Context: an optimization exercise on an open-source flow, tuned for small area. The choices shown serve that exercise and are no tape-out recipe. The RTL was checked by simulation tests, not by an equivalence proof against the original design. No run shown here takes its clock network from TritonCTS; it comes from the design's own scripts or RTL. The clock input has no modelled driver; a real chip could not lean on it and would need a root buffer or a full tree. Power is estimated from default activity; no workload was simulated.

==> flow/design.v <==
`timescale 1ns/1ps
package seeg_pkg;
    localparam int RHD_CHANNELS = 8;
    localparam int RHS_CHANNELS = 4;
    localparam int ZCHECK_SAMPLES = 8;  
    localparam int CONFIG_WORDS = 10;
    localparam int RHD_CLOCK_DIV = 2;  
    localparam int RHS_CLOCK_DIV = 1;
    localparam int RHD_SEED = 0;
    localparam int RHS_SEED = 128;
    typedef logic [15:0] sample_t;
    typedef logic [3:0] chan_t;  
    typedef logic [1:0] zscale_t;  
    typedef sample_t [RHD_CHANNELS-1:0] rhd_frame_t;
    typedef sample_t [RHS_CHANNELS-1:0] rhs_frame_t;
    typedef struct packed {
        rhs_frame_t rhs;
        rhd_frame_t rhd;
    } record_frame_t;
    typedef sample_t [ZCHECK_SAMPLES-1:0] zcheck_block_t;
    typedef enum logic [1:0] {
        op_config,
        op_record,
        op_zcheck
    } engine_op_e;
endpackage
`timescale 1ns/1ps
`timescale 1ns/1ps
`timescale 1ns/1ps
`timescale 1ns/1ps
module seeg_top (
    input  logic                      clk,
    input  logic                      config_done_reset_flag,
    input  logic                      record_start,
    input  logic                      record_stop,
    input  logic                      zcheck_start,
    input  seeg_pkg::zscale_t         zcheck_scale,
    input  logic                      record_ready,
    input  logic                      zcheck_ready,
    output logic                      busy,
    output logic                      zcheck_done,
    output seeg_pkg::record_frame_t   record_frame,
    output logic                      record_valid,
    output seeg_pkg::zcheck_block_t   zcheck_block,
    output seeg_pkg::chan_t           zcheck_channel,
    output logic                      zcheck_valid
);
    typedef enum logic [2:0] {
        s_ready     = 3'b000,
        s_cfg_close = 3'b001,
        s_run       = 3'b010,
        s_push      = 3'b011,
        s_cfg_open  = 3'b101,
        s_run1      = 3'b110,
        s_push1     = 3'b111
    } state_t;
    state_t state;
    logic [4:0] tmr;        
    logic zcheck_mode;
    logic stop_pending;     
    logic [9:0] frame_n;    
    logic [9:0] frame_n2;   
    logic [1:0] scale_q;    
    logic mode_bit;         
    logic capture;
    logic [1:0] zscale;     
    logic first, in_run, in_push, in_cfg;
    logic rhs_next, last_ch;
    logic done_now, tmr_clear;
    logic rec_take, z_take, take;
    localparam logic [4:0] T0 = 5'b01001;
    assign busy = state != s_ready;
    assign stop_pending = mode_bit;
    assign scale_q[0] = mode_bit;
    assign capture = in_run && tmr[3] && tmr[0] && !tmr[4];
    assign first = state[2];
    assign in_run = state[1] && !state[0];
    assign in_push = state[1] && state[0];
    assign in_cfg = !state[1] && state[0];
    assign rhs_next = (zcheck_channel[3] && !(zcheck_channel[1] && zcheck_channel[0]))
                   || (zcheck_channel[2] && zcheck_channel[1] && zcheck_channel[0]);
    assign last_ch = zcheck_channel[3] && zcheck_channel[1] && !zcheck_channel[0];
    assign rec_take = in_push && !zcheck_mode && (!record_valid || record_ready);
    assign z_take = in_push && zcheck_mode && (!zcheck_valid || zcheck_ready);
    assign take = rec_take || z_take;
    always_comb begin
        if (in_cfg)
            done_now = first ? tmr[4] && tmr[2] && tmr[1]        
                             : tmr[3] && tmr[2] && tmr[0];       
        else if (in_run)
            done_now = (zcheck_mode && rhs_next) ? tmr[3] && tmr[1]   
                                                 : tmr[2] && !tmr[1] && tmr[0];  
        else
            done_now = 1'b0;
    end
    assign zcheck_done = state == s_ready && zcheck_mode && !tmr[0];
    assign tmr_clear = config_done_reset_flag || state == s_ready || take
                     || (done_now && state != s_cfg_close);
    always_ff @(posedge clk) begin
        if (config_done_reset_flag) begin
            state <= s_ready;
            record_valid <= 1'b0;
            zcheck_valid <= 1'b0;
        end else begin
            if (rec_take) record_valid <= 1'b1;
            else if (record_ready) record_valid <= 1'b0;
            if (z_take) zcheck_valid <= 1'b1;
            else if (zcheck_ready) zcheck_valid <= 1'b0;
            case (state)
                s_ready: if (record_start || zcheck_start) state <= s_cfg_open;
                s_cfg_open: if (done_now) state <= s_run1;
                s_cfg_close: if (done_now) state <= s_ready;
                s_run: if (done_now) state <= s_push;
                s_run1: if (done_now) state <= s_push1;
                s_push, s_push1: begin
                    if (take) state <= (zcheck_mode ? last_ch : stop_pending) ? s_cfg_close : s_run;
                end
                default: state <= s_ready;
            endcase
        end
    end
    always_ff @(posedge clk) begin
        tmr <= tmr_clear ? T0 : {tmr[3:0], !(tmr[4] ^ tmr[2])};
        if (state == s_ready) zcheck_mode <= !record_start;
        if (state == s_ready) mode_bit <= 1'b0;
        else if (!zcheck_mode) mode_bit <= mode_bit || record_stop;
        else if (capture) mode_bit <= zcheck_scale[0];
        if (capture) scale_q[1] <= zcheck_scale[1];
        if (rec_take) frame_n[0] <= !first && !frame_n[0];
        if (rec_take && (first || frame_n[0])) frame_n[9:1] <= first ? 9'd0 : frame_n2[9:1];
        if (config_done_reset_flag) zcheck_channel <= 4'd11;
        else if (z_take) begin
            zcheck_channel[0] <= !zcheck_channel[0];
            zcheck_channel[1] <= zcheck_channel[1] ^ zcheck_channel[0];
            zcheck_channel[2] <= (zcheck_channel[2] ^ (zcheck_channel[1] && zcheck_channel[0]))
                              && !zcheck_channel[3];
            zcheck_channel[3] <= rhs_next;
        end
        if (z_take) zscale <= scale_q;
    end
    logic [191:0] frame_w;
    logic [127:0] block_w;
    assign record_frame = frame_w;
    assign zcheck_block = block_w;
    logic [9:1] carry2;
    assign carry2[1] = 1'b1;
    for (genvar i = 2; i <= 9; i++) begin : g_carry
        assign carry2[i] = carry2[i-1] && frame_n[i-1];
    end
    assign frame_n2 = {frame_n[9:1] ^ carry2, frame_n[0]};
    for (genvar c = 0; c < seeg_pkg::RHD_CHANNELS; c++) begin : g_rhd
        assign frame_w[16*c +: 16] = {frame_n, 6'(c)};
    end
    for (genvar c = 0; c < seeg_pkg::RHS_CHANNELS; c++) begin : g_rhs
        assign frame_w[128 + 16*c +: 16] = {frame_n2, 6'(c)};
    end
    for (genvar k = 0; k < seeg_pkg::ZCHECK_SAMPLES; k++) begin : g_z
        assign block_w[16*k +: 16] =
            16'({zcheck_channel[3], 1'b0, zcheck_channel[2:0], 3'(k)}) << zscale;
    end
endmodule
==> flow/flow/run.sh <==
#!/bin/bash
# The standard synthesis and layout, with these changes to how they are
# done:
# - ABC maps the logic, adders included, with each of the area-recovery
#   scripts in flow/abc/ and the smallest mapping is kept (flow/best_abc.tcl),
#   in place of ORFS's one script; the registers are not touched;
# - port buffers use the smallest buffer;
# - constant outputs share the synthesis's tie cells instead of one tie cell
#   per port;
# - the clock tree is one level of buffers driven by the clock port
#   (flow/simple_cts.tcl).
# Each tool's full output is in synth.log and layout.log here, and ORFS's
# step logs under orfs/logs/.
set -euo pipefail
work=$PWD
export SKIP_REPAIR_TIE_FANOUT=1
export BUFFER_PORTS_ARGS="-buffer_cell sky130_fd_sc_hd__buf_1"
export PRE_CTS_TCL=$work/flow/simple_cts.tcl
export SIMPLE_CTS_PORT=clk SIMPLE_CTS_MAX_SLEW=0.115
export SIMPLE_CTS_OPTIONS="3:sky130_fd_sc_hd__clkbuf_4 1:sky130_fd_sc_hd__clkbuf_16 2:sky130_fd_sc_hd__clkbuf_8 4:sky130_fd_sc_hd__clkbuf_4 3:sky130_fd_sc_hd__clkbuf_8 4:sky130_fd_sc_hd__clkbuf_8"
export MY_ABC_DIR=$work/flow/abc
mkdir -p $work/abc_stats
export MY_ABC_TMP=$work/abc_stats
{ cat flow/best_abc.tcl; cat synth_recipe.tcl; } > own_synth.tcl
sed "s#SYNTH_SCRIPT=[^ ]*#SYNTH_SCRIPT=$work/own_synth.tcl#" standard.sh > own_standard.sh
bash own_standard.sh synth > synth.log 2>&1
bash own_standard.sh > layout.log 2>&1
==> flow/flow/abc/a01.abc <==
strash
dch -f
amap -m -F 4 -A 8
topo
dnsize -c
==> flow/flow/abc/a02.abc <==
strash
&get -n
&st
&dch -f
&put
amap -m -F 4 -A 8
topo
dnsize -c
==> flow/flow/abc/a05.abc <==
strash
&get -n
&st
&synch2
&put
dch -f
amap -m -F 4 -A 8
topo
dnsize -c
==> flow/flow/abc/a06.abc <==
strash
&get -n
&st
&dc2
&put
dch -f
amap -m -F 4 -A 8
topo
dnsize -c
==> flow/flow/abc/a07.abc <==
strash
dch -f
amap -m -F 4 -A 8
strash
dch -f
amap -m -F 4 -A 8
topo
dnsize -c
==> flow/flow/abc/a09.abc <==
strash
dch -f
amap -m -x -F 4 -A 8
topo
dnsize -c
==> flow/flow/abc/a10.abc <==
strash
fraig
dch -f
amap -m -F 4 -A 8
topo
dnsize -c
==> flow/flow/abc/a12.abc <==
strash
&get -n
&st
&syn3
&put
dch -f
amap -m -F 4 -A 8
topo
dnsize -c
==> flow/flow/abc/f01.abc <==
strash
fraig
dch -f
amap -m -F 8 -A 16 -C 2000
topo
dnsize -c
==> flow/flow/abc/f05.abc <==
strash
fraig
dch -f
amap -m -F 4 -A 8
strash
fraig
dch -f
amap -m -F 4 -A 8
topo
dnsize -c
==> flow/flow/abc/f06.abc <==
strash
fraig
scorr
dch -f
amap -m -F 4 -A 8
topo
dnsize -c
==> flow/flow/best_abc.tcl <==
# ABC maps the logic once with each script in $::env(MY_ABC_DIR)/*.abc,
# from the same starting netlist, and the mapping with the least cell area
# is kept.
proc abc {args} {
  set i [lsearch -exact $args -script]
  if {$i < 0} { yosys abc {*}$args; return }
  set libs {}
  for {set j 0} {$j < [llength $args] - 1} {incr j} {
    if {[lindex $args $j] eq "-liberty"} { lappend libs -liberty [lindex $args [expr {$j + 1}]] }
  }
  yosys design -save before_own_abc
  set best_area 1e30
  set best_script ""
  foreach script [lsort [glob $::env(MY_ABC_DIR)/*.abc]] {
    yosys design -load before_own_abc
    lset args [expr {$i + 1}] $script
    puts "own abc: abc $args"
    yosys abc {*}$args
    set stat_file $::env(MY_ABC_TMP)/[file rootname [file tail $script]].stat
    yosys tee -q -o $stat_file stat {*}$libs
    set f [open $stat_file r]
    set text [read $f]
    close $f
    if {![regexp {Chip area for module '[^']*': ([0-9.eE+-]+)} $text -> area]} { error "no area in $stat_file" }
    puts "own abc: $script area $area"
    if {$area < $best_area} {
      set best_area $area
      set best_script $script
      yosys design -save best_own_abc
    }
  }
  yosys design -load best_own_abc
  puts "own abc: kept $best_script, area $best_area"
}
proc extract_fa {args} { puts "extract_fa skipped" }
==> flow/flow/simple_cts.tcl <==
rename clock_tree_synthesis orfs_clock_tree_synthesis

proc simple_cts_build {clknet sinks nbuf master} {
  set block [ord::get_db_block]
  set n [llength $sinks]
  set xs {}; set ys {}
  foreach it $sinks {
    set box [[$it getInst] getBBox]
    lappend xs [expr {([$box xMin] + [$box xMax]) / 2}]
    lappend ys [expr {([$box yMin] + [$box yMax]) / 2}]
  }
  # k-means, seeded with sinks spread along the sorted x order
  set order [lsort -integer -indices $xs]
  set cx {}; set cy {}
  for {set k 0} {$k < $nbuf} {incr k} {
    set i [lindex $order [expr {int(($k + 0.5) * $n / $nbuf)}]]
    lappend cx [lindex $xs $i]; lappend cy [lindex $ys $i]
  }
  for {set iter 0} {$iter < 50} {incr iter} {
    set assign {}
    for {set i 0} {$i < $n} {incr i} {
      set best 0; set bd 1e30
      for {set k 0} {$k < $nbuf} {incr k} {
        set d [expr {abs([lindex $xs $i] - [lindex $cx $k]) + abs([lindex $ys $i] - [lindex $cy $k])}]
        if {$d < $bd} { set bd $d; set best $k }
      }
      lappend assign $best
    }
    for {set k 0} {$k < $nbuf} {incr k} {
      set sx 0; set sy 0; set c 0
      for {set i 0} {$i < $n} {incr i} {
        if {[lindex $assign $i] == $k} { incr c; incr sx [lindex $xs $i]; incr sy [lindex $ys $i] }
      }
      if {$c > 0} { lset cx $k [expr {$sx / $c}]; lset cy $k [expr {$sy / $c}] }
    }
  }
  set made {}
  for {set k 0} {$k < $nbuf} {incr k} {
    set inst [odb::dbInst_create $block $master "clkbuf_simple_$k"]
    set net [odb::dbNet_create $block "clknet_simple_$k"]
    $net setSigType CLOCK
    [$inst findITerm A] connect $clknet
    [$inst findITerm X] connect $net
    $inst setLocation [lindex $cx $k] [lindex $cy $k]
    $inst setPlacementStatus PLACED
    set c 0
    for {set i 0} {$i < $n} {incr i} {
      if {[lindex $assign $i] == $k} {
        set it [lindex $sinks $i]
        $it disconnect
        $it connect $net
        incr c
      }
    }
    puts "simple_cts: clkbuf_simple_$k drives $c sinks at ([lindex $cx $k], [lindex $cy $k])"
    lappend made $inst $net
  }
  return $made
}

proc simple_cts_undo {clknet sinks made} {
  foreach it $sinks { $it disconnect; $it connect $clknet }
  foreach {inst net} $made {
    odb::dbInst_destroy $inst
    odb::dbNet_destroy $net
  }
}

proc simple_cts_worst_slew {sinks} {
  estimate_parasitics -placement
  set worst 0
  foreach it $sinks {
    set pin [get_pins [[$it getInst] getName]/[[$it getMTerm] getName]]
    foreach p {slew_max_rise slew_max_fall} {
      set s [get_property $pin $p]
      if {$s > $worst} { set worst $s }
    }
  }
  return $worst
}

proc clock_tree_synthesis {args} {
  set block [ord::get_db_block]
  set clknet [[$block findBTerm $::env(SIMPLE_CTS_PORT)] getNet]
  set sinks {}
  foreach it [$clknet getITerms] {
    if {[$it isInputSignal]} { lappend sinks $it }
  }
  set_propagated_clock [all_clocks]
  foreach option $::env(SIMPLE_CTS_OPTIONS) {
    lassign [split $option :] nbuf cell
    set master [[ord::get_db] findMaster $cell]
    set made [simple_cts_build $clknet $sinks $nbuf $master]
    set worst [simple_cts_worst_slew $sinks]
    puts "simple_cts: $nbuf x $cell for [llength $sinks] sinks, worst estimated slew $worst"
    if {$worst <= $::env(SIMPLE_CTS_MAX_SLEW)} {
      $clknet setSigType CLOCK
      return
    }
    simple_cts_undo $clknet $sinks $made
  }
  puts "simple_cts: falling back to clock_tree_synthesis $args"
  orfs_clock_tree_synthesis {*}$args
}
==> flow/standard.sh <==
#!/bin/bash
# synth_recipe.tcl (not shown) runs the flow's synth.tcl, then flattens the netlist and writes it again
# the make line also repeats each setting of config.mk as NAME=value (left out here)
make -C /OpenROAD-flow-scripts/flow DESIGN_CONFIG=/design/flow/config.mk WORK_HOME=/design/flow/orfs CLKGATE_MAP_FILE= SYNTH_SCRIPT=/design/flow/synth_recipe.tcl "${@:-finish}"
==> flow/config.mk <==
export PLATFORM = sky130hd
export DESIGN_NAME = seeg_top
export DESIGN_NICKNAME = seeg_top
export VERILOG_FILES = /design/flow/design.v
export SDC_FILE = /design/flow/constraint.sdc
export NUM_CORES = 4
export LEC_CHECK = 0
export ABC_AREA = 1
export CAP_MARGIN = 5
export CORE_MARGIN = 2
export CORE_UTILIZATION = 40
export PLACE_DENSITY = 0.9
export SLEW_MARGIN = 5
==> flow/constraint.sdc <==
create_clock -name core_clock -period 5.0 [get_ports {clk}]
set_input_delay 1.0000 -clock core_clock [delete_from_list [all_inputs] [get_ports {clk}]]
set_output_delay 1.0000 -clock core_clock [all_outputs]
set_load 0.01 [all_outputs]
==> flow_summary.json, run 1 <==
{
  "ant_nets": 0,
  "powerDensity_mw_per_mm2": 346.4,
  "r2r_end": "state[2]$_SDFFE_PP0P_",
  "wl_per_cell_microns": 11.60,
  "syn-cell-area_sq_mm": 0.003485,
  "finalCritPeriodShare_pct": 66.28,
  "die-height_microns": 97.34,
  "outcome": "no timing/DRC/antenna violations",
  "holdWs_ns": 0.4307,
  "fin_area_sq_mm": 0.002406,
  "cts_resized": 0,
  "grt_pass1_vias": 1609,
  "muxShareOfSynthArea_pct": 0,
  "yosysWarningCount": 1,
  "grt_pass1_wl_microns": 8625,
  "core.rowCount": 34,
  "synth_simple_gate_area_share_pct": 8.223,
  "path_clk_slew_ns": 0.09,
  "rsz0062_at_grt": "false",
  "pre_cts_ws_ns": 1.807,
  "grtUsageTotal_pct": 10.77,
  "clk_latency_ns": 0.15,
  "port-buffer-count": 217,
  "finClkSkew_ns": 0.009824,
  "hold_buffers": 0,
  "report.final.slew_viol_count": 0,
  "r2r_cells": 9,
  "synth_area_leaders": "buf_4 (59%), edfxtp_1 (12%), dfxtp_1 (8.6%), clkinv_1 (4.0%), nor2_1 (4.0%)",
  "hpwl_microns": 4876,
  "end_kind": "output port",
  "setup_ws_ns": 1.686,
  "route.detailed.drc": 0,
  "clock.fmax_mhz": 301.7,
  "drive_gt1_share_pct": 1.241,
  "required_ns": 4.00,
  "wl_microns": 5927,
  "yosysUniqueCellTypes": 23,
  "synthAdderAreaFrac_pct": 0,
  "finish.utilization_pct": 28.00,
  "synthDominantCellAreaShare_pct": 59.25,
  "min_to": "zscale[1]$_DFFE_PP_",
  "critical_path_class": "reg -> out",
  "synth_commonest_cells": "buf_4 (275), clkinv_1 (37), nor2_1 (37)",
  "hold_path_class": "reg -> reg",
  "die_area_sq_mm": 0.009474,
  "synth_compound_area_share_pct": 7.648,
  "setup_viol": 0,
  "leakage_nw": 0.7744,
  "cp_data_arrival_time_ns": 2.31,
  "worst_slew_pin_slew_ns": 1.079,
  "synth_cells": 457,
  "cp_max_fo": 12,
  "drv_cap": 0,
  "syn-mean-instance-area_sq_um": 7.625,
  "async_flop_share_pct": 0,
  "antenna_found_initial": 0,
  "synthXorXnorAreaFrac_pct": 0,
  "synth_top_family_by_area": "buffers and inverters",
  "min_delay_path_depth": 0,
  "ys_seq_area_share_pct": 20.68,
  "first_pass_iters": 4,
  "r2r_slack_ns": 1.98,
  "cts_setup_buffers": 0,
  "post-synth-top-count-cell": "buf_4",
  "place.gp.congestion": 0.9156,
  "synth_fp_nets": 466,
  "setup_tns_ns": 0,
  "synth_edf_count": 14,
  "hold_path.startpoint": "scale_q[1]$_DFFE_PP_",
  "synthToLayoutAreaGrowth_pct": -30.95,
  "core_area_sq_mm": 0.008593,
  "fp.dieW_microns": 97.34,
  "dr_total_vias": 2161,
  "fin_nets": 414,
  "rr_startpoint": "state[1]$_SDFFE_PP0P_",
  "grt_max_degree": 104,
  "vdd_drop_max_mv": 0.1175,
  "yosys.area.top_type": "buf_4",
  "synth_seq_cells": 29,
  "slew_headroom_pct": 27.46,
  "avgViaCountPerCell": 4.229,
  "start_util_pct": 40.55,
  "antennaDiodeCount": 0,
  "cp-start-kind": "register",
  "synthFlopType": "dfxtp_1",
  "min_period_ns": 3.314,
  "place_area_sq_mm": 0.002376,
  "hold_viol": 0,
  "pin_count": 337,
  "drtIter0Drc": 91,
  "grt.overflow.total": 0
}
critical path: stages (launching register included):
cell and delay (ns):
edfxtp_1 0.53, nand2_1 0.14, clkinv_1 0.08, nand2_1 0.08, clkinv_1 0.08, nand2_1 0.08
clkinv_1 0.08, nand2_1 0.08, clkinv_1 0.07, nand2_1 0.08, clkinv_1 0.07, nand2_1 0.08
clkinv_1 0.08, nand2_1 0.10, nor2_1 0.05, a21oi_1 0.18, clkinv_1 0.16, buf_1 0.16
worst max-delay path by stage:
stage,cells after the start,to,start,slack [ns]
after floorplan,17,record_frame[159],frame_n[1]$_SDFFCE_PP0P_,1.92
after global placement,17,record_frame[191],frame_n[1]$_SDFFCE_PP0P_,1.89
after detailed placement,17,record_frame[191],frame_n[1]$_SDFFCE_PP0P_,1.81
after CTS,17,record_frame[191],frame_n[1]$_SDFFCE_PP0P_,1.64
after global routing,17,record_frame[159],frame_n[1]$_SDFFCE_PP0P_,1.31
final,17,record_frame[191],frame_n[1]$_SDFFCE_PP0P_,1.69
cells by family after synthesis:
kind of cell           Yosys count
AND/OR/NAND/NOR                 69
buffers and inverters          312
AO/OA/AOI/OAI                   45
flip-flops                      29
other                            2
power breakdown:
part	leakage, nW	switching, W	internal, W
registers	0.251	0.0000597	0.000301
clock network	0.0184	0.0000571	0.0000382
logic	0.505	0.000269	0.000108
total	0.774	0.000386	0.000447
placed cells by master (no fill, tap or decap):
cell      synthesis  routed
nor4_1            4       3
conb_1            2       2
nand3_1           1       1
nor2b_1           2       2
dfxtp_1          15      15
a21oi_1           8       8
nor3_1            5       5
o21a_1            1       1
nand2_1          18      18
o221ai_1          2       2
a22oi_1           1       1
nand4_1           1       1
buf_1             0     217
a222oi_1          1       1
clkinv_1         37      37
edfxtp_1         14      14
o32a_1            1       1
nor4_2            0       1
o22ai_1           9       9
a211oi_1          1       1
or2_0             1       1
nor2_1           37      37
o21ai_0          17      17
clkbuf_4          0       4
a31oi_1           4       4
state kept, by name, indices dropped and copies added, names as in the netlist, 2 cells and up:
signal / flops
zscale: 2
state: 3
frame_n: 10
tmr: 5
zcheck_channel: 4
layer usage:
| metal | vias to the layer above | wire, microns | track usage (%) |
|---|---|---|---|
| li1 | 1068 | - | - |
| met1 | 957 | 2527 | 16.16 |
| met2 | 131 | 2661 | 16.93 |
| met3 | 5 | 662 | 1.439 |
| met4 | 0 | 75 | 1.389 |
| met5 | - | 0 | 0 |
stage by stage:
stage / std cells / power [W]
2_1_floorplan: 457 / 0.0007725
3_3_place_gp: 507 / 0.0007353
3_5_place_dp: 507 / 0.0007418
4_1_cts: 511 / 0.0008368
5_1_grt: 511 / 0.0009019
6_report: 511 / 0.0008334
final cells by class:
cell class | instances | area [sq um]
buffer | 4 | 30.03
fill | 943 | 6187
inverter | 37 | 138.9
multi-input combinational | 116 | 566.8
sequential | 29 | 720.7
tap | 108 | 135.1
timing repair buffer | 217 | 814.5
==> run 2, diff against run 1 <==
--- a/flow/config.mk
+++ b/flow/config.mk
@@ -11,3 +11,2 @@
 export CORE_UTILIZATION = 40
-export PLACE_DENSITY = 0.9
 export SLEW_MARGIN = 5
==> flow_summary.json, run 2 <==
{
  "fp.dieW_microns": 97.34,
  "yosysWarningCount": 1,
  "synthToLayoutAreaGrowth_pct": -31.02,
  "hpwl_microns": 4641,
  "grt_pass1_vias": 1682,
  "clock.fmax_mhz": 299.7,
  "drv_cap": 0,
  "synth_area_leaders": "buf_4 (59%), edfxtp_1 (12%), dfxtp_1 (8.6%), clkinv_1 (4.0%), nor2_1 (4.0%)",
  "grt.overflow.total": 0,
  "async_flop_share_pct": 0,
  "synthFlopType": "dfxtp_1",
  "cts_setup_buffers": 0,
  "cp_max_fo": 12,
  "drive_gt1_share_pct": 0.7481,
  "cp_data_arrival_time_ns": 2.34,
  "place.gp.congestion": 0.7794,
  "powerDensity_mw_per_mm2": 347.9,
  "path_clk_slew_ns": 0.10,
  "core_area_sq_mm": 0.008593,
  "port-buffer-count": 217,
  "layout_commonest_cell": "buf_1",
  "die-height_microns": 97.34,
  "min_delay_path_depth": 0,
  "reg_top3": "frame_n x10, tmr x5, zcheck_channel x4",
  "multi_input_area_sq_um": 566.8,
  "largest_reg_flops": 10,
  "vdd_drop_max_mv": 0.1625,
  "critical_path_class": "reg -> out",
  "nFillCells": 969,
  "pin_count": 337,
  "core.rowCount": 34,
  "leakage_nw": 0.7703,
  "synth_cells": 457,
  "regMostFlops": "frame_n",
  "cp-start-kind": "register",
  "rsz0062_at_grt": "false",
  "dr_total_vias": 2124,
  "antenna_found_initial": 0,
  "regArea_sq_um": 720.7,
  "holdWs_ns": 0.4128,
  "end_kind": "output port",
  "hold_buffers": 0,
  "syn-mean-instance-area_sq_um": 7.625,
  "synth_seq_cells": 29,
  "syn-cell-area_sq_mm": 0.003485,
  "route.detailed.drc": 0,
  "finClkSkew_ns": 0.01533,
  "hold_viol": 0,
  "worst_slew_pin_slew_ns": 1.172,
  "finish.utilization_pct": 27.97,
  "ant_nets": 0,
  "ys_seq_area_share_pct": 20.68,
  "fin_nets": 412,
  "slew_headroom_pct": 21.22,
  "start_util_pct": 40.55,
  "clk_latency_ns": 0.16,
  "required_ns": 4.00,
  "setup_viol": 0,
  "synthDominantCellAreaShare_pct": 59.25,
  "outcome": "no timing/DRC/antenna violations",
  "drtIter0Drc": 49,
  "hold_path_class": "reg -> reg",
  "grt_max_degree": 104,
  "yosys.area.top_type": "buf_4",
  "avgViaCountPerCell": 4.173,
  "synth_edf_count": 14,
  "synth_fp_nets": 466,
  "min_period_ns": 3.337,
  "setup_tns_ns": 0,
  "finalCritPeriodShare_pct": 66.74,
  "wl_microns": 5748,
  "report.final.slew_viol_count": 0,
  "antennaDiodeCount": 0,
  "cts_resized": 0,
  "grtUsageTotal_pct": 10.44,
  "grt_pass1_wl_microns": 8576,
  "wl_per_cell_microns": 11.29,
  "yosysUniqueCellTypes": 23,
  "post-synth-top-count-cell": "buf_4",
  "first_pass_iters": 4,
  "mostFrequentLayoutCells": "buf_1 (217), clkinv_1 (37), nor2_1 (37)",
  "synth_commonest_cells": "buf_4 (275), clkinv_1 (37), nor2_1 (37)",
  "r2r_cells": 9,
  "die_area_sq_mm": 0.009474
}
## run 2: cell counts after synthesis
Identical to the previous run, type by type.
## run 2: cells by family (layout without fill, tap and decap cells)
kind of cell	Yosys count	count (layout)	synth area share (%)
buf+inv	312	256	63.23
compound gates	45	45	7.648
simple gates	69	69	8.222
other cells	2	2	0.2155
flops	29	29	20.68
## run 2: final timing paths
kind / start / endpoint / slack (ns)
max reg2reg: state[1]$_SDFFE_PP0P_ / state[2]$_SDFFE_PP0P_ / 1.96
min reg2reg: scale_q[1]$_DFFE_PP_ / zscale[1]$_DFFE_PP_ / 0.41
max: frame_n[1]$_SDFFCE_PP0P_ / record_frame[159] / 1.66
min: scale_q[1]$_DFFE_PP_ / zscale[1]$_DFFE_PP_ / 0.41
## run 2: layout make-up
type,count,area share (%)
buffer,2,1.145
inverter,37,5.778
timing repair buffer,217,33.89
multi-input combinational,116,23.58
tap,108,5.622
sequential,29,29.98
## run 2: critical path, cell delays in order, from the launching register on
cell and delay (ns):
edfxtp_1 0.55, nand2_1 0.14, clkinv_1 0.08, nand2_1 0.08, clkinv_1 0.07, nand2_1 0.09, clkinv_1 0.08, nand2_1 0.09
clkinv_1 0.07, nand2_1 0.08, clkinv_1 0.07, nand2_1 0.08, clkinv_1 0.07, nand2_1 0.10, nor2_1 0.05, a21oi_1 0.19
clkinv_1 0.14, buf_1 0.15
## run 2: per-layer routing
layer | vias up | share of wire [%] | global-route usage, %
met4 | 0 | 2.1 | 2.350
met5 | - | 0 | 0
met2 | 113 | 50 | 18.59
li1 | 1055 | - | -
met3 | 8 | 8.7 | 1.367
met1 | 948 | 39 | 13.46
## run 2: where the power goes
group	switching [W]	internal [W]	total, W	leakage (nW)
Combinational	0.000270	0.000108	0.000378	0.505
Clock	0.0000617	0.0000370	0.0000987	0.0144
Sequential	0.0000589	0.000301	0.000360	0.251
Total	0.000390	0.000446	0.000836	0.770
## run 2: stage by stage
| stage | total power [W] | setup slack, ns | area, sq um | cells |
|---|---|---|---|---|
| 6_report | 0.0008363 | 1.663 | 2404 | 509 |
| 5_1_grt | 0.0009078 | 1.271 | 2404 | 509 |
| 4_1_cts | 0.0008433 | 1.633 | 2404 | 509 |
| 3_5_place_dp | 0.0007413 | 1.821 | 2376 | 507 |
| 3_3_place_gp | 0.0007362 | 1.908 | 2376 | 507 |
| 2_1_floorplan | 0.0007725 | 1.921 | 3485 | 457 |
==> run 3, diff against run 2 <==
--- a/flow/config.mk
+++ b/flow/config.mk
@@ -9,4 +9,7 @@
 export CAP_MARGIN = 5
+export CELL_PAD_IN_SITES_DETAIL_PLACEMENT = 0
+export CELL_PAD_IN_SITES_GLOBAL_PLACEMENT = 0
 export CORE_MARGIN = 2
 export CORE_UTILIZATION = 40
+export PLACE_DENSITY = 0.9
 export SLEW_MARGIN = 5
==> flow_summary.json, run 3 <==
{
  "core_area_sq_mm": 0.008593,
  "async_flop_share_pct": 0,
  "synth_seq_cells": 29,
  "cp-start-kind": "register",
  "yosysUniqueCellTypes": 23,
  "pre_cts_ws_ns": 1.807,
  "setup_ws_ns": 1.686,
  "wl_met1_microns": 2527,
  "ys_seq_area_share_pct": 20.68,
  "largest_reg_flops": 10,
  "cp_max_fo": 12,
  "yosysWarningCount": 1,
  "end_kind": "output port",
  "antenna_found_initial": 0,
  "post-synth-top-count-cell": "buf_4",
  "reg_top3": "frame_n x10, tmr x5, zcheck_channel x4",
  "synth_commonest_cells": "buf_4 (275), clkinv_1 (37), nor2_1 (37)",
  "setup_tns_ns": 0,
  "crit_path_top_delay_cell": "edfxtp_1",
  "grt_pass1_vias": 1609,
  "cts_resized": 0,
  "outcome": "no timing/DRC/antenna violations",
  "die_area_sq_mm": 0.009474,
  "worst_slew_pin_slew_ns": 1.079,
  "path_cells": "nand2_1 -> clkinv_1 -> nand2_1 -> clkinv_1 -> nand2_1 -> clkinv_1 -> nand2_1 -> clkinv_1 -> nand2_1 -> clkinv_1 -> nand2_1 -> clkinv_1 -> nand2_1 -> nor2_1 -> a21oi_1 -> clkinv_1 -> buf_1",
  "pwr-share-clk_pct": 11.4,
  "hold_viol": 0,
  "min_period_ns": 3.314,
  "slowest_delay_ns": 0.53,
  "routed.top_layer": "met4",
  "synth_area_leaders": "buf_4 (59%), edfxtp_1 (12%), dfxtp_1 (8.6%), clkinv_1 (4.0%), nor2_1 (4.0%)",
  "dr_total_vias": 2161,
  "power_frac_seq_pct": 43.3,
  "yosys.area.top_type": "buf_4",
  "ant_nets": 0,
  "start_util_pct": 40.55,
  "wl_met3_microns": 662,
  "drive_gt1_share_pct": 1.241,
  "core.rowCount": 34,
  "leakage_nw": 0.7744,
  "required_ns": 4.00,
  "mostFrequentLayoutCells": "buf_1 (217), clkinv_1 (37), nor2_1 (37)",
  "synth_fp_nets": 466,
  "report.final.slew_viol_count": 0,
  "setup_viol": 0,
  "regMostFlops": "frame_n",
  "finClkSkew_ns": 0.009824,
  "grt.overflow.total": 0,
  "drv_cap": 0,
  "cts_setup_buffers": 0,
  "grt_max_degree": 104,
  "wl_per_cell_microns": 11.60,
  "rsz0062_at_grt": "false",
  "synthToLayoutAreaGrowth_pct": -30.95,
  "finalCritPeriodShare_pct": 66.28,
  "synth_cells": 457,
  "syn-cell-area_sq_mm": 0.003485,
  "layout_commonest_cell": "buf_1",
  "grtUsageTotal_pct": 10.77,
  "vdd_drop_max_mv": 0.1175,
  "route.detailed.drc": 0,
  "synthFlopType": "dfxtp_1",
  "hold_buffers": 0,
  "fin_nets": 414,
  "met2_length_microns": 2661,
  "combPwrFrac_pct": 45.3,
  "slew_headroom_pct": 27.46,
  "hpwl_microns": 4876,
  "grt_pass1_wl_microns": 8625,
  "first_pass_iters": 4,
  "synthDominantCellAreaShare_pct": 59.25,
  "antennaDiodeCount": 0,
  "die-height_microns": 97.34,
  "fp.dieW_microns": 97.34,
  "swShare_pct": 46.32,
  "synth_edf_count": 14,
  "hold_path_class": "reg -> reg",
  "critical_path_class": "reg -> out",
  "path_clk_slew_ns": 0.09,
  "powerDensity_mw_per_mm2": 346.4,
  "internal-power_w": 0.0004474,
  "pin_count": 337,
  "r2r_slack_ns": 1.98,
  "avgViaCountPerCell": 4.229,
  "cp.buffers_inverters": 8,
  "holdWs_ns": 0.4307,
  "clock.fmax_mhz": 301.7,
  "path_delay_family": "buffers and inverters",
  "wl_microns": 5927,
  "syn-mean-instance-area_sq_um": 7.625,
  "switching_power_w": 0.0003861,
  "port-buffer-count": 217,
  "cp_data_arrival_time_ns": 2.31,
  "place.gp.congestion": 0.9156,
  "clk_latency_ns": 0.15,
  "drtIter0Drc": 91
}
[run 3: cell counts after synthesis]
Identical to the previous run, type by type.
[run 3: stage by stage]
| stage | area [sq um] | total power, W | std cells | util, % |
|---|---|---|---|---|
| global route | 2406 | 0.0009019 | 511 | 28.00 |
| CTS | 2406 | 0.0008368 | 511 | 28.00 |
| global placement | 2376 | 0.0007353 | 507 | 27.65 |
| detailed placement | 2376 | 0.0007418 | 507 | 27.65 |
| finish | 2406 | 0.0008334 | 511 | 28.00 |
| floorplan | 3485 | 0.0007725 | 457 | - |
[run 3: cells by family after synthesis]
| group | count (synthesis) | share of synthesized area (%) |
|---|---|---|
| and+or+nand+nor | 69 | 8.222 |
| DFF | 29 | 20.68 |
| other | 2 | 0.2155 |
| AOI/OAI and AO/OA | 45 | 7.648 |
| buffers and inverters | 312 | 63.23 |
[run 3: final timing paths]
check | end | cells after the start | startpoint
worst min-delay path | zscale[1]$_DFFE_PP_ | 0 | scale_q[1]$_DFFE_PP_
worst max register to register | state[2]$_SDFFE_PP0P_ | 9 | state[1]$_SDFFE_PP0P_
worst min register to register | zscale[1]$_DFFE_PP_ | 0 | scale_q[1]$_DFFE_PP_
worst max-delay path | record_frame[191] | 17 | frame_n[1]$_SDFFCE_PP0P_
[run 3: layout make-up]
class                      count  area (sq um)
tap                          108         135.1
timing repair buffer         217         814.5
buffer                         4         30.03
fill                         943          6187
sequential                    29         720.7
multi-input combinational    116         566.8
inverter                      37         138.9
[run 3: power groups by stage]
stage | logic [W] | clock network, W | registers [W]
after floorplan | 0.000421 | 0 | 0.000351
after global placement | 0.000371 | 0 | 0.000364
after detailed placement | 0.000376 | 0 | 0.000366
after CTS | 0.000377 | 0.0000991 | 0.000361
after global routing | 0.000424 | 0.000108 | 0.000370
final | 0.000378 | 0.0000952 | 0.000361
[run 3: metal layers]
layer | GRT usage, % | vias to the layer above
li1 | - | 1068
met1 | 16.16 | 957
met2 | 16.93 | 131
met3 | 1.439 | 5
met4 | 1.389 | 0
met5 | 0 | -
[run 3: worst register-to-register path, stage by stage (launching register included)]
cell and delay (ns):
dfxtp_1 0.44, clkinv_1 0.16, nor2_1 0.16, clkinv_1 0.19, nor3_1 0.73, nor2_1 0.15, a222oi_1 0.66, o21ai_0 0.19
o22ai_1 0.19, nor2_1 0.05
==> run 4, diff against run 3 <==
--- a/flow/flow/run.sh
+++ b/flow/flow/run.sh
@@ -18,3 +18,3 @@
 export PRE_CTS_TCL=$work/flow/simple_cts.tcl
-export SIMPLE_CTS_PORT=clk SIMPLE_CTS_MAX_SLEW=0.115
+export SIMPLE_CTS_PORT=clk SIMPLE_CTS_MAX_SLEW=0.118
 export SIMPLE_CTS_OPTIONS="3:sky130_fd_sc_hd__clkbuf_4 1:sky130_fd_sc_hd__clkbuf_16 2:sky130_fd_sc_hd__clkbuf_8 4:sky130_fd_sc_hd__clkbuf_4 3:sky130_fd_sc_hd__clkbuf_8 4:sky130_fd_sc_hd__clkbuf_8"
--- a/flow/config.mk
+++ b/flow/config.mk
@@ -9,7 +9,4 @@
 export CAP_MARGIN = 5
-export CELL_PAD_IN_SITES_DETAIL_PLACEMENT = 0
-export CELL_PAD_IN_SITES_GLOBAL_PLACEMENT = 0
 export CORE_MARGIN = 2
 export CORE_UTILIZATION = 40
-export PLACE_DENSITY = 0.9
 export SLEW_MARGIN = 5
==> flow_summary.json, run 4 <==
{
  "outcome": "no timing/DRC/antenna violations",
  "cp-start-kind": "register",
  "setup_viol": 0,
  "cp_data_arrival_time_ns": 2.37,
  "drive_gt1_share_pct": 0.9950,
  "yosysWarningCount": 1,
  "min_period_ns": 3.375,
  "rsz0062_at_grt": "false",
  "pwr-share-clk_pct": 10.9,
  "ys_seq_area_share_pct": 20.68,
  "hold_buffers": 0,
  "synth_commonest_cells": "buf_4 (275), clkinv_1 (37), nor2_1 (37)",
  "setup_tns_ns": 0,
  "clk_latency_ns": 0.17,
  "start_util_pct": 40.55,
  "route.detailed.drc": 0,
  "regMostFlops": "frame_n",
  "wl_per_cell_microns": 11.38,
  "place_area_sq_mm": 0.002376,
  "synth_fp_nets": 466,
  "port-buffer-count": 217,
  "synthDominantCellAreaShare_pct": 59.25,
  "ant_nets": 0,
  "mostFrequentLayoutCells": "buf_1 (217), clkinv_1 (37), nor2_1 (37)",
  "synth_cells": 457,
  "wl_microns": 5802,
  "hold_viol": 0,
  "hold_path_class": "reg -> reg",
  "synthFlopType": "dfxtp_1",
  "reg_top3": "frame_n x10, tmr x5, zcheck_channel x4",
  "combPwrFrac_pct": 45.6,
  "fin_area_sq_mm": 0.002399,
  "async_flop_share_pct": 0,
  "synthToLayoutAreaGrowth_pct": -31.17,
  "avgViaCountPerCell": 4.165,
  "fin_nets": 413,
  "yosysUniqueCellTypes": 23,
  "die-height_microns": 97.34,
  "place.gp.congestion": 0.7794,
  "worst_slew_pin_slew_ns": 1.168,
  "cts_setup_buffers": 0,
  "leakage_nw": 0.7698,
  "antennaDiodeCount": 0,
  "syn-mean-instance-area_sq_um": 7.625,
  "synth_seq_cells": 29,
  "first_pass_iters": 4,
  "finClkSkew_ns": 0.007373,
  "end_kind": "output port",
  "power_frac_seq_pct": 43.5,
  "layout_commonest_cell": "buf_1",
  "yosys.area.top_type": "buf_4",
  "powerDensity_mw_per_mm2": 345.0,
  "synth_edf_count": 14,
  "hpwl_microns": 4641,
  "switching_power_w": 0.0003898,
  "grtUsageTotal_pct": 10.51,
  "swShare_pct": 47.11,
  "grt.overflow.total": 0,
  "grt_pass1_vias": 1700,
  "drv_cap": 0,
  "core_area_sq_mm": 0.008593,
  "synth_area_leaders": "buf_4 (59%), edfxtp_1 (12%), dfxtp_1 (8.6%), clkinv_1 (4.0%), nor2_1 (4.0%)",
  "internal-power_w": 0.0004377,
  "core.rowCount": 34,
  "report.final.slew_viol_count": 0,
  "path_clk_slew_ns": 0.11,
  "pre_cts_ws_ns": 1.821,
  "cts_resized": 0,
  "clock.fmax_mhz": 296.3,
  "grt_max_degree": 104,
  "fp.dieW_microns": 97.34,
  "largest_reg_flops": 10,
  "die_area_sq_mm": 0.009474,
  "post-synth-top-count-cell": "buf_4",
  "drtIter0Drc": 59,
  "dr_total_vias": 2124,
  "cp_max_fo": 12,
  "antenna_found_initial": 0,
  "slew_headroom_pct": 21.46,
  "syn-cell-area_sq_mm": 0.003485,
  "finalCritPeriodShare_pct": 67.50,
  "setup_ws_ns": 1.625,
  "pin_count": 337,
  "grt_pass1_wl_microns": 8652,
  "vdd_drop_max_mv": 0.1631,
  "required_ns": 4.00,
  "critical_path_class": "reg -> out"
}
run 4: power by group through the flow:
stage          registers (W)  logic (W)  clock network [W]
2_1_floorplan       0.000351   0.000421                  0
3_3_place_gp        0.000364   0.000372                  0
3_5_place_dp        0.000364   0.000377                  0
4_1_cts             0.000360   0.000378          0.0000956
5_1_grt             0.000370   0.000423           0.000106
6_report            0.000360   0.000377          0.0000899
run 4: worst paths after layout:
kind / startpoint / endpoint / slack [ns] / cells after the start
worst min register to register: scale_q[1]$_DFFE_PP_ / zscale[1]$_DFFE_PP_ / 0.43 / 0
worst max register to register: state[1]$_SDFFE_PP0P_ / state[2]$_SDFFE_PP0P_ / 1.95 / 9
worst min-delay path: scale_q[1]$_DFFE_PP_ / zscale[1]$_DFFE_PP_ / 0.43 / 0
worst max-delay path: frame_n[1]$_SDFFCE_PP0P_ / record_frame[159] / 1.63 / 17
run 4: cell families (layout without fill, tap and decap cells):
| group | Yosys count | after routing | synth area share (%) |
|---|---|---|---|
| AOI/OAI and AO/OA | 45 | 45 | 7.648 |
| buffers and inverters | 312 | 257 | 63.23 |
| DFF | 29 | 29 | 20.68 |
| other | 2 | 2 | 0.2155 |
| and+or+nand+nor | 69 | 69 | 8.222 |
run 4: per-stage QoR:
stage / std cells / util [%] / total power (W) / hold slack [ns]
3_5_place_dp: 507 / 27.65 / 0.0007413 / 0.4063
2_1_floorplan: 457 / - / 0.0007725 / 0.4003
6_report: 510 / 27.91 / 0.0008274 / 0.4261
4_1_cts: 510 / 27.91 / 0.0008332 / 0.4316
3_3_place_gp: 507 / 27.65 / 0.0007362 / 0.4127
5_1_grt: 510 / 27.91 / 0.0008991 / 0.4380
run 4: critical path: stages (launching register included):
cell and delay [ns]:
edfxtp_1 0.56, nand2_1 0.14, clkinv_1 0.08, nand2_1 0.09
clkinv_1 0.07, nand2_1 0.09, clkinv_1 0.08, nand2_1 0.09
clkinv_1 0.07, nand2_1 0.08, clkinv_1 0.07, nand2_1 0.08
clkinv_1 0.07, nand2_1 0.10, nor2_1 0.05, a21oi_1 0.20
clkinv_1 0.15, buf_1 0.15
run 4: area by class of cell:
class	count	area [sq um]
fill	972	6195
timing repair buffer	217	814.5
sequential	29	720.7
multi-input combinational	116	566.8
inverter	37	138.9
tap	108	135.1
buffer	3	22.52
run 4: per-layer routing:
layer  track usage [%]  vias to the layer above  wire length [microns]
met5                 0                        -                      0
met1             13.73                      939                   2314
met2             18.22                      114                   2818
met3             1.583                        9                    522
li1                  -                     1062                      -
met4             2.671                        0                    146
==> run 5, diff against run 4 <==
--- a/flow/flow/run.sh
+++ b/flow/flow/run.sh
@@ -18,3 +18,3 @@
 export PRE_CTS_TCL=$work/flow/simple_cts.tcl
-export SIMPLE_CTS_PORT=clk SIMPLE_CTS_MAX_SLEW=0.118
+export SIMPLE_CTS_PORT=clk SIMPLE_CTS_MAX_SLEW=0.115
 export SIMPLE_CTS_OPTIONS="3:sky130_fd_sc_hd__clkbuf_4 1:sky130_fd_sc_hd__clkbuf_16 2:sky130_fd_sc_hd__clkbuf_8 4:sky130_fd_sc_hd__clkbuf_4 3:sky130_fd_sc_hd__clkbuf_8 4:sky130_fd_sc_hd__clkbuf_8"
--- a/flow/flow/simple_cts.tcl
+++ b/flow/flow/simple_cts.tcl
@@ -2,3 +2,3 @@
 
-proc simple_cts_build {clknet sinks nbuf master} {
+proc simple_cts_build {clknet sinks nbuf master {seed 0}} {
   set block [ord::get_db_block]
@@ -11,4 +11,14 @@
   }
-  # k-means, seeded with sinks spread along the sorted x order
-  set order [lsort -integer -indices $xs]
+  # k-means, seeded with sinks spread along one of four sort orders
+  set keys {}
+  for {set i 0} {$i < $n} {incr i} {
+    set x [lindex $xs $i]; set y [lindex $ys $i]
+    switch [expr {$seed % 4}] {
+      0 { lappend keys $x }
+      1 { lappend keys $y }
+      2 { lappend keys [expr {$x + $y}] }
+      3 { lappend keys [expr {$x - $y}] }
+    }
+  }
+  set order [lsort -integer -indices $keys]
   set cx {}; set cy {}
@@ -92,6 +102,16 @@
     set master [[ord::get_db] findMaster $cell]
-    set made [simple_cts_build $clknet $sinks $nbuf $master]
-    set worst [simple_cts_worst_slew $sinks]
-    puts "simple_cts: $nbuf x $cell for [llength $sinks] sinks, worst estimated slew $worst"
-    if {$worst <= $::env(SIMPLE_CTS_MAX_SLEW)} {
+    # try each seeding and keep the one with the least worst slew
+    set best_seed -1
+    set best_worst 1e30
+    for {set seed 0} {$seed < 4} {incr seed} {
+      set made [simple_cts_build $clknet $sinks $nbuf $master $seed]
+      set worst [simple_cts_worst_slew $sinks]
+      puts "simple_cts: $nbuf x $cell, seeding $seed, worst estimated slew $worst"
+      simple_cts_undo $clknet $sinks $made
+      if {$worst < $best_worst} { set best_worst $worst; set best_seed $seed }
+    }
+    if {$best_worst <= $::env(SIMPLE_CTS_MAX_SLEW)} {
+      simple_cts_build $clknet $sinks $nbuf $master $best_seed
+      set worst [simple_cts_worst_slew $sinks]
+      puts "simple_cts: kept $nbuf x $cell, seeding $best_seed, worst estimated slew $worst"
       $clknet setSigType CLOCK
@@ -99,3 +119,2 @@
     }
-    simple_cts_undo $clknet $sinks $made
   }
==> flow_summary.json, run 5 <==
{
  "outcome": "no timing/DRC/antenna violations",
  "core.rowCount": 34,
  "critical_path_class": "reg -> out",
  "first_pass_iters": 4,
  "internal-power_w": 0.0004460,
  "cp_max_fo": 12,
  "grt_max_degree": 104,
  "dr_total_vias": 2125,
  "cts_resized": 0,
  "swShare_pct": 46.67,
  "fin_area_sq_mm": 0.002404,
  "end_kind": "output port",
  "wl_microns": 5747,
  "synthFlopType": "dfxtp_1",
  "drtIter0Drc": 55,
  "synthDominantCellAreaShare_pct": 59.25,
  "vdd_drop_max_mv": 0.1625,
  "start_util_pct": 40.55,
  "die-height_microns": 97.34,
  "regArea_sq_um": 720.7,
  "rsz0062_at_grt": "false",
  "route.detailed.drc": 0,
  "fp.dieW_microns": 97.34,
  "combPwrFrac_pct": 45.2,
  "hold_path_class": "reg -> reg",
  "path_clk_slew_ns": 0.10,
  "synthToLayoutAreaGrowth_pct": -31.02,
  "layout_commonest_cell": "buf_1",
  "synth_seq_cells": 29,
  "leakage_nw": 0.7703,
  "antenna_found_initial": 0,
  "pin_count": 337,
  "hold_path.startpoint": "scale_q[1]$_DFFE_PP_",
  "cp_data_arrival_time_ns": 2.34,
  "finClkSkew_ns": 0.01523,
  "grt_pass1_wl_microns": 8576,
  "synth_edf_count": 14,
  "cp-startpoint": "frame_n[1]$_SDFFCE_PP0P_",
  "multi_input_area_sq_um": 566.8,
  "pwr-share-clk_pct": 11.8,
  "port-buffer-count": 217,
  "hold_buffers": 0,
  "min_period_ns": 3.337,
  "drive_gt1_share_pct": 0.7481,
  "worst_slew_pin_slew_ns": 1.169,
  "synth_cells": 457,
  "ys_seq_area_share_pct": 20.68,
  "ant_nets": 0,
  "core_area_sq_mm": 0.008593,
  "rr_startpoint": "state[1]$_SDFFE_PP0P_",
  "synth_simple_gate_area_share_pct": 8.223,
  "synth_fp_nets": 466,
  "hpwl_microns": 4641,
  "yosys.area.top_type": "buf_4",
  "hold_viol": 0,
  "synth_area_leaders": "buf_4 (59%), edfxtp_1 (12%), dfxtp_1 (8.6%), clkinv_1 (4.0%), nor2_1 (4.0%)",
  "avgViaCountPerCell": 4.175,
  "syn-mean-instance-area_sq_um": 7.625,
  "required_ns": 4.00,
  "grt_pass1_vias": 1682,
  "place_area_sq_mm": 0.002376,
  "yosysWarningCount": 1,
  "powerDensity_mw_per_mm2": 347.9,
  "power_frac_seq_pct": 43.0,
  "synthAdderAreaFrac_pct": 0,
  "report.final.slew_viol_count": 0,
  "async_flop_share_pct": 0,
  "clk_latency_ns": 0.16,
  "regMostFlops": "frame_n",
  "reg_top3": "frame_n x10, tmr x5, zcheck_channel x4",
  "wl_per_cell_microns": 11.29,
  "setup_viol": 0,
  "antennaDiodeCount": 0,
  "switching_power_w": 0.0003903,
  "mostFrequentLayoutCells": "buf_1 (217), clkinv_1 (37), nor2_1 (37)",
  "drv_cap": 0,
  "synth_compound_area_share_pct": 7.648,
  "clock.fmax_mhz": 299.6,
  "slew_headroom_pct": 21.40,
  "largest_reg_flops": 10,
  "yosysUniqueCellTypes": 23,
  "cts_setup_buffers": 0,
  "cp-start-kind": "register",
  "post-synth-top-count-cell": "buf_4",
  "synth_top_family_by_area": "buffers and inverters",
  "setup_tns_ns": 0,
  "grt.overflow.total": 0,
  "nFillCells": 969,
  "grtUsageTotal_pct": 10.44,
  "die_area_sq_mm": 0.009474,
  "finalCritPeriodShare_pct": 66.75,
  "synthXorXnorAreaFrac_pct": 0,
  "muxShareOfSynthArea_pct": 0,
  "synth_commonest_cells": "buf_4 (275), clkinv_1 (37), nor2_1 (37)",
  "syn-cell-area_sq_mm": 0.003485,
  "fin_nets": 412,
  "place.gp.congestion": 0.7794
}
==> run 5: worst max-delay path: stages (launching register included) <==
cell	delay [ns]
edfxtp_1	0.55
nand2_1	0.14
clkinv_1	0.08
nand2_1	0.08
clkinv_1	0.07
nand2_1	0.09
clkinv_1	0.08
nand2_1	0.09
clkinv_1	0.07
nand2_1	0.08
clkinv_1	0.07
nand2_1	0.08
clkinv_1	0.07
nand2_1	0.10
nor2_1	0.05
a21oi_1	0.19
clkinv_1	0.14
buf_1	0.15
==> run 5: cells by family (layout without fill, tap and decap cells) <==
kind of cell | after synthesis | after routing
buffers and inverters | 312 | 256
AND/OR/NAND/NOR | 69 | 69
AO/OA/AOI/OAI | 45 | 45
flip-flops | 29 | 29
other | 2 | 2
==> run 5: path summary, 6_finish.rpt <==
check | depth (start not counted) | endpoint | slack [ns]
max | 17 | record_frame[159] | 1.66
min | 0 | zscale[1]$_DFFE_PP_ | 0.41
max reg2reg | 9 | state[2]$_SDFFE_PP0P_ | 1.96
min reg2reg | 0 | zscale[1]$_DFFE_PP_ | 0.41
==> run 5: power by group through the flow <==
stage | clock, W | combinational, W | sequential (W)
5_1_grt | 0.000115 | 0.000423 | 0.000370
3_3_place_gp | 0 | 0.000372 | 0.000364
3_5_place_dp | 0 | 0.000377 | 0.000364
6_report | 0.0000986 | 0.000378 | 0.000360
2_1_floorplan | 0 | 0.000421 | 0.000351
4_1_cts | 0.000106 | 0.000378 | 0.000359
==> run 5: per-layer routing <==
| layer | vias to the layer above | global-route usage [%] | share of wire, % |
|---|---|---|---|
| met5 | - | 0 | 0 |
| met2 | 113 | 18.59 | 50 |
| met4 | 0 | 2.350 | 2.1 |
| met3 | 8 | 1.367 | 8.7 |
| met1 | 949 | 13.46 | 39 |
| li1 | 1055 | - | - |
==> run 5: layout make-up <==
type / count / share of cell area (%)
Tap cell: 108 / 5.622
Timing Repair Buffer: 217 / 33.89
Inverter: 37 / 5.778
Multi-Input combinational cell: 116 / 23.58
Buffer: 2 / 1.145
Sequential cell: 29 / 29.98
==> run 5: metrics by stage <==
stage               cells  setup slack (ns)  total power [W]  utilization, %  hold slack, ns
detailed placement    507             1.821        0.0007413           27.65          0.4063
CTS                   509             1.633        0.0008433           27.97          0.4131
finish                509             1.663        0.0008362           27.97          0.4131
floorplan             457             1.921        0.0007725               -          0.4003
global route          509             1.271        0.0009078           27.97          0.4203
global placement      507             1.908        0.0007362           27.65          0.4127

## what the ideal ports hide
The results above use ideal ports. As a check the final layouts listed here were re-extracted and re-timed, cells and wires unchanged. Step 1, drivers: a clkbuf_16 drives clk and a buf_2 each remaining input, both assumed. Step 2 times the ports against the registers' clock, not the clock port: input delays grow and output delays shrink by t, the midpoint of the rising clock arrivals with the driver on. a / b / c = ideal ports / drivers / drivers and shift; a / b = the first two.
run | shift t [ns] | setup WS [ns] | clock arrival spread, ns | slew at the worst register clock pin (ns) | worst data-port slew with drivers (ns)
run 1 | 0.194 | 1.686 / 1.636 / 1.806 | 0.011 / 0.010 | 0.09 / 0.09 | 0.05
run 2 | 0.195 | 1.663 / 1.621 / 1.815 | 0.015 / 0.015 | 0.10 / 0.10 | 0.07
run 3 | 0.194 | 1.686 / 1.636 / 1.806 | 0.011 / 0.010 | 0.09 / 0.09 | 0.05
run 4 | 0.208 | 1.625 / 1.581 / 1.789 | 0.008 / 0.008 | 0.11 / 0.11 | 0.07
run 5 | 0.195 | 1.663 / 1.620 / 1.815 | 0.015 / 0.015 | 0.10 / 0.10 | 0.07
After both steps every run listed still meets setup and hold.
